This is an optimization exercise on Yosys and OpenROAD, whose aim is small area, not a production implementation. The RTL was checked by simulation tests, not by an equivalence proof against the original design. No activity file was given, so power comes from the tool's default toggle rates.

<file path="design/flow/run.sh">
#!/bin/bash
# synth_recipe.tcl (not shown) runs the flow's synth.tcl, then flattens the netlist and writes it again
# the make line also repeats each setting of config.mk as NAME=value (left out here)
make -C /OpenROAD-flow-scripts/flow DESIGN_CONFIG=/design/flow/config.mk WORK_HOME=/design/flow/orfs CLKGATE_MAP_FILE= SYNTH_SCRIPT=/design/flow/synth_recipe.tcl finish
</file>
<file path="design/flow/config.mk">
export PLATFORM = sky130hd
export DESIGN_NAME = regfile_mp
export DESIGN_NICKNAME = regfile_mp
export VERILOG_FILES = /design/flow/design.v
export SDC_FILE = /design/flow/constraint.sdc
export NUM_CORES = 4
export LEC_CHECK = 0
export CAP_MARGIN = 20
export CORE_MARGIN = 2
export CORE_UTILIZATION = 40
export SLEW_MARGIN = 20
</file>
<file path="design/flow/constraint.sdc">
create_clock -name core_clock -period 7.0 [get_ports {clk}]
set_input_delay 1.4000 -clock core_clock [delete_from_list [all_inputs] [get_ports {clk}]]
set_output_delay 1.4000 -clock core_clock [all_outputs]
set_load 0.01 [all_outputs]
</file>
<file path="design/flow/design.v">
module regfile_mp #(
  parameter int unsigned XLEN    = 32,
  parameter int unsigned NREGS   = 32,
  parameter int unsigned AW      = 5,
  parameter int unsigned NRP     = 3,
  parameter bit          ZERO_R0 = 1'b1
) (
  input  logic                 clk,
  input  logic                 rst_n,
  input  logic                 clear_req,
  output logic                 init_done,
  input  logic [NRP-1:0]       rd_en,
  input  logic [NRP*AW-1:0]    rd_addr,
  output logic [NRP*XLEN-1:0]  rd_data,
  output logic [NRP-1:0]       rd_busy,
  output logic                 stall,
  input  logic                 wa_en,
  input  logic [AW-1:0]        wa_addr,
  input  logic [XLEN-1:0]      wa_data,
  input  logic                 wb_en,
  input  logic [AW-1:0]        wb_addr,
  input  logic [XLEN-1:0]      wb_data,
  input  logic                 issue_valid,
  input  logic [AW-1:0]        issue_rd
);
  typedef enum logic {
    ST_CLEAR = 1'b0,
    ST_READY = 1'b1
  } state_e;
  state_e               state_q, state_d;
  logic [AW-1:0]        cnt_q, cnt_d;
  logic [NREGS-1:0]     busy_q, busy_d;
  logic [XLEN-1:0]      regs_q [NREGS];
  logic                 ready;
  logic                 commit;
  logic                 we_a, we_b;
  logic [NRP-1:0][XLEN-1:0] rd_data_c;
  logic [NRP-1:0]       rd_busy_c;
  assign ready  = (state_q == ST_READY);
  assign commit = ready && !clear_req;
  assign we_a   = commit && wa_en && !(ZERO_R0 && (wa_addr == '0));
  assign we_b   = commit && wb_en && !(ZERO_R0 && (wb_addr == '0));
  always_comb begin
    state_d = state_q;
    cnt_d   = cnt_q;
    case (state_q)
      ST_CLEAR: begin
        if (cnt_q == AW'(NREGS - 1)) begin
          cnt_d   = '0;
          state_d = ST_READY;
        end else begin
          cnt_d = cnt_q + AW'(1);
        end
      end
      ST_READY: begin
        if (clear_req) begin
          state_d = ST_CLEAR;
          cnt_d   = '0;
        end
      end
      default: begin
        state_d = ST_CLEAR;
        cnt_d   = '0;
      end
    endcase
  end
  always_comb begin
    busy_d = busy_q;
    if (ready) begin
      if (clear_req) begin
        busy_d = '0;
      end else begin
        if (we_a) busy_d[wa_addr] = 1'b0;
        if (we_b) busy_d[wb_addr] = 1'b0;
        if (issue_valid) busy_d[issue_rd] = 1'b1;
        if (ZERO_R0) busy_d[0] = 1'b0;
      end
    end
  end
  always_comb begin
    logic [AW-1:0] addr;
    logic          hit_a;
    logic          hit_b;
    rd_data_c = '0;
    rd_busy_c = '0;
    addr      = '0;
    hit_a     = 1'b0;
    hit_b     = 1'b0;
    for (int i = 0; i < int'(NRP); i++) begin
      addr  = rd_addr[i*AW +: AW];
      hit_a = wa_en && (wa_addr == addr);
      hit_b = wb_en && (wb_addr == addr);
      if (ready && rd_en[i]) begin
        if (ZERO_R0 && (addr == '0)) begin
          rd_data_c[i] = '0;
        end else if (hit_b) begin
          rd_data_c[i] = wb_data;
        end else if (hit_a) begin
          rd_data_c[i] = wa_data;
        end else begin
          rd_data_c[i] = regs_q[addr];
        end
        rd_busy_c[i] = busy_q[addr] && !hit_a && !hit_b;
      end
    end
  end
  assign rd_data   = rd_data_c;
  assign rd_busy   = rd_busy_c;
  assign stall     = |rd_busy_c;
  assign init_done = ready;
  always_ff @(posedge clk or negedge rst_n) begin
    if (!rst_n) begin
      state_q <= ST_CLEAR;
      cnt_q   <= '0;
      busy_q  <= '0;
    end else begin
      state_q <= state_d;
      cnt_q   <= cnt_d;
      busy_q  <= busy_d;
    end
  end
  always_ff @(posedge clk) begin
    if (state_q == ST_CLEAR) begin
      regs_q[cnt_q] <= '0;
    end else begin
      if (we_a) regs_q[wa_addr] <= wa_data;
      if (we_b) regs_q[wb_addr] <= wb_data;
    end
  end
endmodule
</file>
==> reports/results.tsv <==
metric	value	unit
finalSetupTns	0	ns
p_leak	25.11	nW
root_buffer	clkbuf_16	
synth.most_common_cell	nand2_1	
synthTopCellsByCount	1,224 x nand2_1, 1,024 x edfxtp_1, 916 x o21ai_0, 849 x mux4_2, 490 x clkbuf_1	
worstMarginPinSlew	1.175	ns
synth-edff-count	1024	
coreArea	0.1763	sq mm
critPathMaxStageDelay	0.85	ns
status	timing/DRC/antenna clean	
grt_pass1_wl	408300	um
die_height	425.6	um
drtAntennaViolNets	0	
clock_sinks	1061	
p_sw_frac	0.3112	
crit_path_cell_trace	clkdlybuf4s50_1 > or4_1 > o211ai_1 > a21oi_4 > buf_4 > o21ai_1 > o2bb2ai_1 > clkdlybuf4s50_1	
maxSlewViolCount	0	
fin_cells	8227	
cts_resized	0	
p_sw	0.005886	W
ios	204	
internal-power	0.01302	W
critPathMaxFanout	21	
path_clk_slew	0.06	ns
fin_skew	0.05664	ns
clock_power_share	0.342	
synth_top_cell_by_area	edfxtp_1	
syn_avg_cell_area	11.88	sq um
ctsHtreeMaxLevel	3	
antenna_found_initial	6	
dpl.cell_count	8005	
relSlewSlack	0.2142	
final_layout_size_suffix_gt1_frac	0.2374	
setup_viol	0	
worstSkewPairLatency	0.82	ns
critPathKind	input port to output port	
rows	154	
fmax	148.9	MHz
critPathBufInv	3	
synth_warnings	1	
wl	292000	um
syn_to_final_growth	12.77	%
finalWeightedCongestion	0.9093	
hp-class	flop to flop	
power.density	235.9	mW/mm^2
synth_nets	6101	
crit_arrival	5.31	ns
syn_inst	5983	
hold_viol_final	0	
grt_pass1_vias	54833	
synthArstFlopShare	0.03487	
timing.final.crit_period	6.715	ns
whs	0.5856	ns
dr.pass1.iters	6	
hpwl	173400	um
post_drt_via_cell_ratio	7.056	
period_share	0.9592	
wl_per_cell	35.49	um
post-cts-setup-buffers	0	
critPathTopFamily	buffers and inverters	
cts.path.max_buffers	3	
synth.area.top_cells	edfxtp_1 43%, mux4_2 27%, nand2_1 6.5%	
syn_area	0.07109	sq mm
critPathCaptureType	output port	
die_area	0.1811	sq mm
cp_common_cell	clkdlybuf4s50_1	
synth_flop_cell	edfxtp_1	
overflow	0	
port_buffers	203	
die_x	425.6	um
ys_types	66	
pwr-share-comb	0.229	
hold_buffers	0	
required	5.60	ns
synth-seq-cells	1061	
critPathSlowestCell	clkdlybuf4s50_1	
yosysTopAreaCellShare	0.4326	
cts_tree	done	
maxCapViolations	0	
grt.total_usage	0.3166	
ys_seq_area_frac	0.4456	
remaining_drc_errors	0	
power_frac_seq	0.429	
grt_max_degree	90	
initial_core_util	0.4032	
ir_drop	206.2	uV
nets	5902	
drtIter0Drc	9302	
finalPower	0.01891	W
via_count	58046	
cts_buffers	117	
critPathLaunchType	input port	
rsz0062_at_grt	no	
==> layout make-up <==
cell class | instances | area [sq um]
repair buffers | 461 | 4813
inverters | 51 | 196.4
multi-input cells | 4092 | 36680
flip-flops and latches | 1061 | 31680
clock buffers | 138 | 3028
well taps | 2340 | 2928
fillers | 15473 | 96140
diodes | 6 | 15.01
clock inverters | 78 | 835.8
==> per-stage QoR <==
| stage | util | cell area (sq um) | setup slack (ns) |
|---|---|---|---|
| 2_1_floorplan | - | 71090 | 1.453 |
| 3_3_place_gp | 0.4327 | 76280 | 0.4615 |
| 3_5_place_dp | 0.4327 | 76290 | 0.4962 |
| 4_1_cts | 0.4546 | 80150 | 0.4823 |
| 5_1_grt | 0.4546 | 80160 | 0.3579 |
| 6_report | 0.4547 | 80170 | 0.2853 |
==> tightest hold or removal path: cells and delay by family, from the launching register on <==
family | cells | cell delay (ns)
flops | 1 | 0.41
buf+inv | 1 | 0.07
compound gates | 1 | 0.07
==> worst paths after layout <==
check / startpoint / endpoint / slack [ns] / depth (start not counted)
max: rd_addr[11] / rd_data[83] / 0.29 / 8
min: busy_q[31]$_DFFE_PN0P_ / busy_q[31]$_DFFE_PN0P_ / 0.59 / 2
max reg2reg: state_q$_DFF_PN0_ / regs_q[7][7]$_DFFE_PP_ / 2.99 / 5
min reg2reg: busy_q[31]$_DFFE_PN0P_ / busy_q[31]$_DFFE_PN0P_ / 0.59 / 2
max in group asynchronous: rst_n / busy_q[13]$_DFFE_PN0P_ / 5.64 / 1
min in group asynchronous: rst_n / busy_q[19]$_DFFE_PN0P_ / 0.73 / 1
==> layer usage <==
layer	up-vias	global-route usage	routed length (um)	share of wire
li1	23148	-	-	-
met1	28578	0.4040	98920	0.34
met2	5231	0.4811	130900	0.45
met3	1079	0.08915	41870	0.14
met4	10	0.1883	20060	0.069
met5	-	0	191	0.00065
==> cell usage in the layout (no fill, tap or decap), types with 17 or more instances in the layout <==
cell,instances
a21oi_1,17
a22oi_1,268
a32oi_1,54
buf_12,67
buf_4,191
clkbuf_1,20
clkbuf_16,118
clkdlybuf4s50_1,191
clkinv_1,25
clkinv_2,28
dfrtp_1,37
edfxtp_1,1024
inv_1,49
mux4_2,849
nand2_1,1224
nand3_1,63
nand4_1,76
nor2_4,36
o21ai_0,916
o21ai_1,177
o22ai_1,98
o22ai_4,32
o2bb2ai_1,65
xnor2_1,28
==> flip-flops by register name (all words and copies together), names as in the netlist <==
register and flops:
regs_q 1024, cnt_q 5, state_q 1, busy_q 31
==> logic make-up (layout without fill, tap and decap cells) <==
group           Yosys count  count (layout)  synth area share
mux                     863             863            0.2711
fa+ha+maj                15              15          0.002640
simple gates           1505            1505           0.08802
xor+xnor                 41              41          0.005052
compound gates         1668            1668            0.1374
other cells               0               6                 0
buf+inv                 830             728           0.05018
flops                  1061            1061            0.4456
==> power groups by stage <==
stage	Combinational, W	Clock [W]	Sequential [W]
after floorplan	0.00246	0	0.00810
after global placement	0.00416	0	0.00817
after detailed placement	0.00419	0	0.00822
after CTS	0.00420	0.00649	0.00808
after global routing	0.00442	0.00671	0.00817
final	0.00433	0.00647	0.00811

==> re-timing with driven ports <==
The flow's constraints put no driver on any port. The routed layout listed below was extracted and timed again, unchanged, in two steps.
Step 1, drivers: a clkbuf_16 drives clk and a buf_2 each remaining input, both assumed.
Step 2 times the ports against the registers' clock, not the clock port: input delays grow and output delays shrink by t, the midpoint of the rising clock arrivals with the driver on.
a / b / c = ideal / step 1 / step 2; a / b = the first two.
t, ns: 0.870
slack for setup (ns): 0.285 / 0.257 / 0.257
worst setup path after step 2: input to output
clock arrival spread, ns: 0.062 / 0.062
cell pins on the clock port's net: 1
After both steps setup and hold are still met in this run. The setup slack of this run moves by -0.028 ns with the drivers and by -0.028 ns with both steps.
